From an optimization exercise on the open Yosys and OpenROAD flow, aimed at small area, a short achievable clock period and few clock cycles per item; shortcuts taken in it are not production practice. The RTL was checked by simulation tests, not by an equivalence proof against the original design. Power figures rest on the tool's default switching activity, not on a simulated workload.

==> flow/design.v (excerpt) <==
module tri_setup_top (
	input  logic                     clk100,
	input  logic                     rst_n,
	input  logic                     next_frame,
	input  tri_setup_pkg::vtx_word_t vtx_data,
	input  logic                     vtx_empty,
	input  logic                     tri_wait,
	output logic                     vtx_pop,
	output tri_setup_pkg::tri_word_t tri_data,
	output logic                     tri_push
);
clock: 4.5 ns
lec_check: 0
abc_area: 1
cap_margin: 20
core_margin: 2
core_utilization: 40
setup_slack_margin: 1.0
slew_margin: 20
run.sh (not shown) runs the stock make flow with config.mk's settings and CLKGATE_MAP_FILE= SYNTH_SCRIPT=/design/flow/synth_recipe.tcl, a recipe that flattens the netlist after the stock synthesis.
Testbench counts at the start, summed over its fixed seeds: cycles 8,061, items 800.
Then changed:
- ABC_AREA: 1 -> not set
- SETUP_SLACK_MARGIN: 1.0 -> not set
After rerunning: Clock-buffer cell count went up by 4; die area is higher by 1.0%; first-iteration DRC count went up by 3.3%; sequential share of layout area rose by 0.96 points; synthesized area rises by 1.0%; clock power came out higher by about 5%; global-route usage shrinks by 1.1 points; synthesized cell count goes down by 16%; routed wire length goes down by 3.9%.

---

## maple
tri_setup_top, a different RTL version from the one above (not shown whole).
Size in the first run: ~330 flip-flops, roughly 210 I/O pins, ~31000 µm² of cells after synthesis.
Design tri_setup_top, start of the top module:
module tri_setup_top (
	input  logic                     clk100,
	input  logic                     rst_n,
	input  logic                     next_frame,
	input  tri_setup_pkg::vtx_word_t vtx_data,
	input  logic                     vtx_empty,
	input  logic                     tri_wait,
	output logic                     vtx_pop,
	output tri_setup_pkg::tri_word_t tri_data,
	output logic                     tri_push
);
==> flow/config.mk <==
export PLATFORM = sky130hd
export DESIGN_NAME = tri_setup_top
export DESIGN_NICKNAME = tri_setup_top
export VERILOG_FILES = /design/flow/design.v
export SDC_FILE = /design/flow/constraint.sdc
export NUM_CORES = 4
export LEC_CHECK = 0
export ABC_AREA = 0
export CAP_MARGIN = 20
export CORE_MARGIN = 2
export CORE_UTILIZATION = 40
export SETUP_SLACK_MARGIN = 1.1
export SLEW_MARGIN = 20
==> flow/constraint.sdc <==
create_clock -name core_clock -period 4.5 [get_ports {clk100}]
set_input_delay 0.9000 -clock core_clock [delete_from_list [all_inputs] [get_ports {clk100}]]
set_output_delay 0.9000 -clock core_clock [all_outputs]
set_load 0.01 [all_outputs]
maple finished end to end and its layout was clean on timing, DRC and antenna.
Testbench counts of maple, summed over its fixed seeds: cycles 8,061, items 800.
Modified inputs, quartz compared to maple
Settings: ABC_AREA now 1, was 0; SETUP_SLACK_MARGIN now 1.2, was 1.1.
[summary]
- Compared with maple, in quartz highest clock frequency the design can meet saw an increase; via count of the routed design saw a decrease.
- Final wirelength, quartz vs maple: down by a little under 10%
- Against maple as the reference, quartz delivers a higher leakage power summed over all cells.
- Summary of the comparison: die area is lower in quartz, relative to maple.
- Gate count of the mapped netlist grows by more than 10% when moving from maple to quartz.
- Relative to maple, the final cell area reported for quartz is lower.
- Against maple, quartz reports a cell area reported after detailed placement that is lower.
- Measured against each other, maple and quartz differ in global-route wire length before repair, the higher figure coming from maple.
- Of maple and quartz, the lower met1 demand-to-capacity share in global routing belongs to quartz.
- Setup WNS maple -> quartz: better
What garnet does differently from quartz at the input level:
Settings: SETUP_SLACK_MARGIN now 1.0, was 1.2.
Results
quartz leaves more setup margin than garnet.
In the metrics for quartz and garnet, the one carrying the lower global-route wire length before repair is garnet.
Diff quartz and garnet: slew at the pin closest to its max-slew limit lower in quartz
garnet and quartz ended up with roughly the same synthesized area.
garnet: full flow OK, the timing, design-rule and antenna checks passed
Changes observed in garnet relative to quartz: net count after synthesis stayed essentially flat; worst hold slack after final layout about even; final area went down.
Total length of routed wires: garnet better than quartz
--- input diff garnet..sierra ---
Settings: CORE_UTILIZATION changed from 40 to 60; SETUP_SLACK_MARGIN changed from 1.0 to 1.1.
==> comparison <==
Row post-route minimum period: sierra lower / garnet higher. sierra vs. garnet: HPWL after detailed placement now smaller, die height dropped about 18%, post-CTS setup repair buffer count +4, global-route wire length before repair saw a decrease. sierra against garnet: maximum resistive drop on vdd picked up an extra 82 µV, post-placement cell count saw a decrease. garnet reports its critical setup path kind as flop to primary output while sierra reports flop to flop.

---

main:
tri_setup_top, a different RTL version from the one above (not shown whole).
For scale: about 4300 cells after synthesis, roughly 210 I/O pins, roughly 30000 um2 of cells after synthesis.
Settings: LEC_CHECK=0, ABC_AREA=1, CAP_MARGIN=20, CORE_MARGIN=2, CORE_UTILIZATION=40, SETUP_SLACK_MARGIN=1.0, SLEW_MARGIN=20; clock period 4.5 ns.
Testbench counts of main, summed over its fixed seeds: cycles 8,061, items 800.
Input changes introduced in the feature branch (baseline for comparison: main):
Settings: SETUP_SLACK_MARGIN now 1.2, was 1.0.
--- outcome ---
[compare] base=main new=the feature branch: utilization of the core after routing rose by 1.8 points, fraction of registers with async set or reset after synthesis shows no meaningful change, clock power share lost 0.5 points, clock buffer count from CTS dropped 1. A critical path's slowest cell of sky130_fd_sc_hd__a221oi_1 is what main shows, while sky130_fd_sc_hd__clkdlybuf4s50_1 belongs to the feature branch. Row post-layout total power: the feature branch higher / main lower. For the cell count, the feature branch came in 109 higher than main did. The sum of routed wire length over all layers in the feature branch was higher than what main gave. Relative to main, the static power due to leakage of the feature branch is higher by about 4.3%. The total power divided by cell area of the feature branch falls short of that of main by about 0.45%.

---

Setup of xenon:
tri_setup_top, a different RTL version from the one above (not shown whole).
For scale: roughly 30000 µm² of cells after synthesis.
clock: 4.5 ns
lec_check: 0
abc_area: 1
cap_margin: 20
core_margin: 2
core_utilization: 40
setup_slack_margin: 1.1
slew_margin: 20
Testbench counts of xenon, summed over its fixed seeds: cycles 8,061, items 800.
Relative to xenon, the following input files were edited for raven:
Settings: a change of SETUP_SLACK_MARGIN from 1.1 to 1.4.
[summary]
No run among xenon and raven stopped early or left any final violation; all are clean. Diff xenon..raven | number of nets produced by synthesis | unchanged. Per the comparison of raven with xenon, required time of the critical path about even, post-synthesis instance area did not really move, worst setup slack went up by 0.046 ns, initial antenna violation count decreased by 7 relative to the old numbers. Met2 global-route usage: xenon and raven compared, higher one is raven. xenon -> raven: wire length increased by a few percent. xenon → raven: power increased by 0.0041 W relative to the old numbers; antenna diode instance count shows a reduction of 4; detail-routed via count per cell +about 1.4%; global-route track usage on met1 went down 2.4 points.
Changes in ember relative to raven:
Settings: SETUP_SLACK_MARGIN: 1.4 -> 0.8.
[summary]
Compared with raven, ember shows a lower area added between synthesis and finish. Changes observed in ember relative to raven: non-clock buffer count went down about 50%, clock skew went up, post-placement cell count was more or less identical. Cell area was higher in raven than in ember. The instance area after placement on raven is in line with that on ember.

---

Another version of the RTL of tri_setup_top (not shown whole).
For scale: roughly 4200 cells after synthesis, ~330 flip-flops, ~210 I/O pins.
==> flow/config.mk <==
export PLATFORM = sky130hd
export DESIGN_NAME = tri_setup_top
export DESIGN_NICKNAME = tri_setup_top
export VERILOG_FILES = /design/flow/design.v
export SDC_FILE = /design/flow/constraint.sdc
export NUM_CORES = 4
export LEC_CHECK = 0
export ABC_AREA = 1
export CAP_MARGIN = 20
export CORE_MARGIN = 2
export CORE_UTILIZATION = 40
export GPL_ROUTABILITY_DRIVEN = 0
export SETUP_SLACK_MARGIN = 1.1
export SLEW_MARGIN = 20
==> flow/constraint.sdc <==
create_clock -name core_clock -period 4.5 [get_ports {clk100}]
set_input_delay 0.9000 -clock core_clock [delete_from_list [all_inputs] [get_ports {clk100}]]
set_output_delay 0.9000 -clock core_clock [all_outputs]
set_load 0.01 [all_outputs]
Testbench counts at the start, summed over its fixed seeds: cycles 8,061, items 800.
Next try:
Settings changed: GPL_ROUTABILITY_DRIVEN 0 to not set.
The changed run completed without violations; count of clock-buffer cells in the layout drops by 5; die area is unchanged; power climbs slightly.

---

Setup of orange:
RTL: one of the versions met above, not the one the previous note started from.
Size: about 4,300 cells after synthesis, about 0.031 mm^2 of cells after synthesis.
export LEC_CHECK = 0
export ABC_AREA = 1
export CAP_MARGIN = 20
export CORE_MARGIN = 2
export CORE_UTILIZATION = 40
export CTS_BUF_LIST = sky130_fd_sc_hd__clkbuf_4 sky130_fd_sc_hd__clkbuf_8
export SETUP_SLACK_MARGIN = 1.1
export SLEW_MARGIN = 20
create_clock -name core_clock -period 4.5 [get_ports {clk100}]
No stage failed in orange, and the final checks on the layout all came back clean.
Testbench counts of orange, summed over its fixed seeds: cycles 8,061, items 800.
Changes in blue relative to orange:
Settings: removing CTS_BUF_LIST (formerly sky130_fd_sc_hd__clkbuf_4 sky130_fd_sc_hd__clkbuf_8).
Findings:
When blue is set beside orange, its detailed-routing wirelength on met1 turns out to be about 4% larger.
~same final area in blue and orange
Summary of blue over orange: first-pass GRT wire length went up about 0.6%, time the final worst path needs with I/O delays and setup went down 76 ps.
The total routing resource utilization after global routing was comparable across blue and orange.

---

tri_setup_top with an RTL version that a note above also has.
For scale: roughly 320 flip-flops, ~30,000 sq um of cells after synthesis.
Settings: LEC_CHECK=0, ABC_AREA=1, CAP_MARGIN=0, CORE_MARGIN=2, CORE_UTILIZATION=40, SETUP_SLACK_MARGIN=0.8, SLEW_MARGIN=0; clock period 4.5 ns.
Testbench counts at the start, summed over its fixed seeds: cycles 8,061, items 800.
Change:
Settings changed: CAP_MARGIN 0 to 20, SETUP_SLACK_MARGIN 0.8 to 0.6, SLEW_MARGIN 0 to 20.
Routed wire length is lower by a few percent.
Sequential power is lower slightly.
Power is lower slightly.
Die area is unchanged.
Final cell count is lower slightly.
Via count is lower by a few percent.
Cell area is lower slightly.
Clock skew is higher by 0.015 ns.

---

## before
RTL: one of the versions met above, not the one the previous note started from.
For scale: about 4,200 cells after synthesis, about 210 I/O pins, about 29,000 um2 of cells after synthesis.
make LEC_CHECK=0 ABC_AREA=1 CAP_MARGIN=20 CORE_MARGIN=2 CORE_UTILIZATION=40 SETUP_SLACK_MARGIN=0.5 SLEW_MARGIN=20 finish   # period 4.5 ns
The flow did not stop early for before: all stages ran, and the layout cleared the timing, design-rule and antenna checks.
Testbench counts of before, summed over its fixed seeds: cycles 8,061, items 800.
Inputs modified between before and after:
diff --git a/flow/config.mk b/flow/config.mk
--- a/flow/config.mk
+++ b/flow/config.mk
@@ -11,3 +11,2 @@
 export CORE_UTILIZATION = 40
-export SETUP_SLACK_MARGIN = 0.5
 export SLEW_MARGIN = 20
## What came out
Re number of buffers inserted during clock tree synthesis: after is about 5% down on before. after against before: routability-driven placement congestion ratio increased about 1.7%, met1 wire length increased by about 3.2% relative to the old numbers.

[static timing again, ports no longer ideal]
In the flow no input, the clock included, has a driving cell. The finished layouts below were timed again as built, in two steps. Step 1, drivers: a clkbuf_16 drives clk100 and a buf_2 each remaining input, both assumed. Step 2 moves the port delays by t, midway between the first and last clock arrival at a register: inputs arrive t later, outputs are due t later. That takes back most of the time a late clock gives input paths. Slacks: ideal ports / drivers / drivers and shift; pairs: ideal ports / drivers.
run | shift t [ns] | slack for setup (ns) | worst hold slack (ns) | worst setup path at the end | cell pins on the clock port's net
the first run of note 1 | 0.626 | 0.765 / 0.700 / 0.224 | 0.510 / 0.510 / 0.510 | input to register | 1
the second run of note 1 | 0.633 | 0.220 / 0.162 / -0.411 | 0.453 / 0.453 / 0.453 | input to register | 1
maple | 0.651 | 0.747 / 0.747 / 0.426 | 0.467 / 0.467 / 0.467 | input to register | 1
quartz | 0.663 | 1.312 / 1.312 / 0.675 | 0.462 / 0.462 / 0.462 | input to register | 1
garnet | 0.663 | 1.144 / 1.079 / 0.527 | 0.462 / 0.462 / 0.462 | input to register | 1
sierra | 0.623 | 1.152 / 1.152 / 0.652 | 0.464 / 0.464 / 0.464 | input to register | 1
main | 0.633 | 1.124 / 1.092 / 0.569 | 0.486 / 0.486 / 0.486 | input to register | 1
the feature branch | 0.640 | 1.235 / 1.164 / 0.714 | 0.488 / 0.488 / 0.488 | input to register | 1
xenon | 0.637 | 1.172 / 1.197 / 0.560 | 0.486 / 0.486 / 0.486 | input to register | 1
raven | 0.647 | 1.218 / 1.237 / 0.590 | 0.496 / 0.492 / 0.496 | input to register | 1
ember | 0.653 | 0.899 / 0.922 / 0.269 | 0.488 / 0.488 / 0.488 | input to register | 1
the first run of note 5 | 0.651 | 1.192 / 1.192 / 0.696 | 0.465 / 0.465 / 0.465 | input to register | 1
the second run of note 5 | 0.649 | 1.225 / 1.199 / 0.642 | 0.471 / 0.471 / 0.471 | input to register | 1
orange | 0.738 | 1.210 / 1.210 / 0.506 | 0.451 / 0.415 / 0.462 | input to register | 1
blue | 0.661 | 1.287 / 1.223 / 0.562 | 0.463 / 0.463 / 0.463 | input to register | 1
the first run of note 7 | 0.659 | 0.882 / 0.883 / 0.268 | 0.492 / 0.492 / 0.492 | input to register | 1
the second run of note 7 | 0.653 | 0.785 / 0.761 / 0.175 | 0.488 / 0.488 / 0.488 | input to register | 1
before | 0.635 | 0.637 / 0.570 / 0.070 | 0.529 / 0.523 / 0.529 | input to register | 1
after | 0.631 | 0.274 / 0.210 / -0.318 | 0.513 / 0.513 / 0.513 | input to register | 1
With both steps, setup timing fails in the second run of note 1 and after, where it was met with ideal ports. For blue, which loses most, drivers alone change the setup slack by -0.064 ns; drivers and shift together by -0.725 ns.
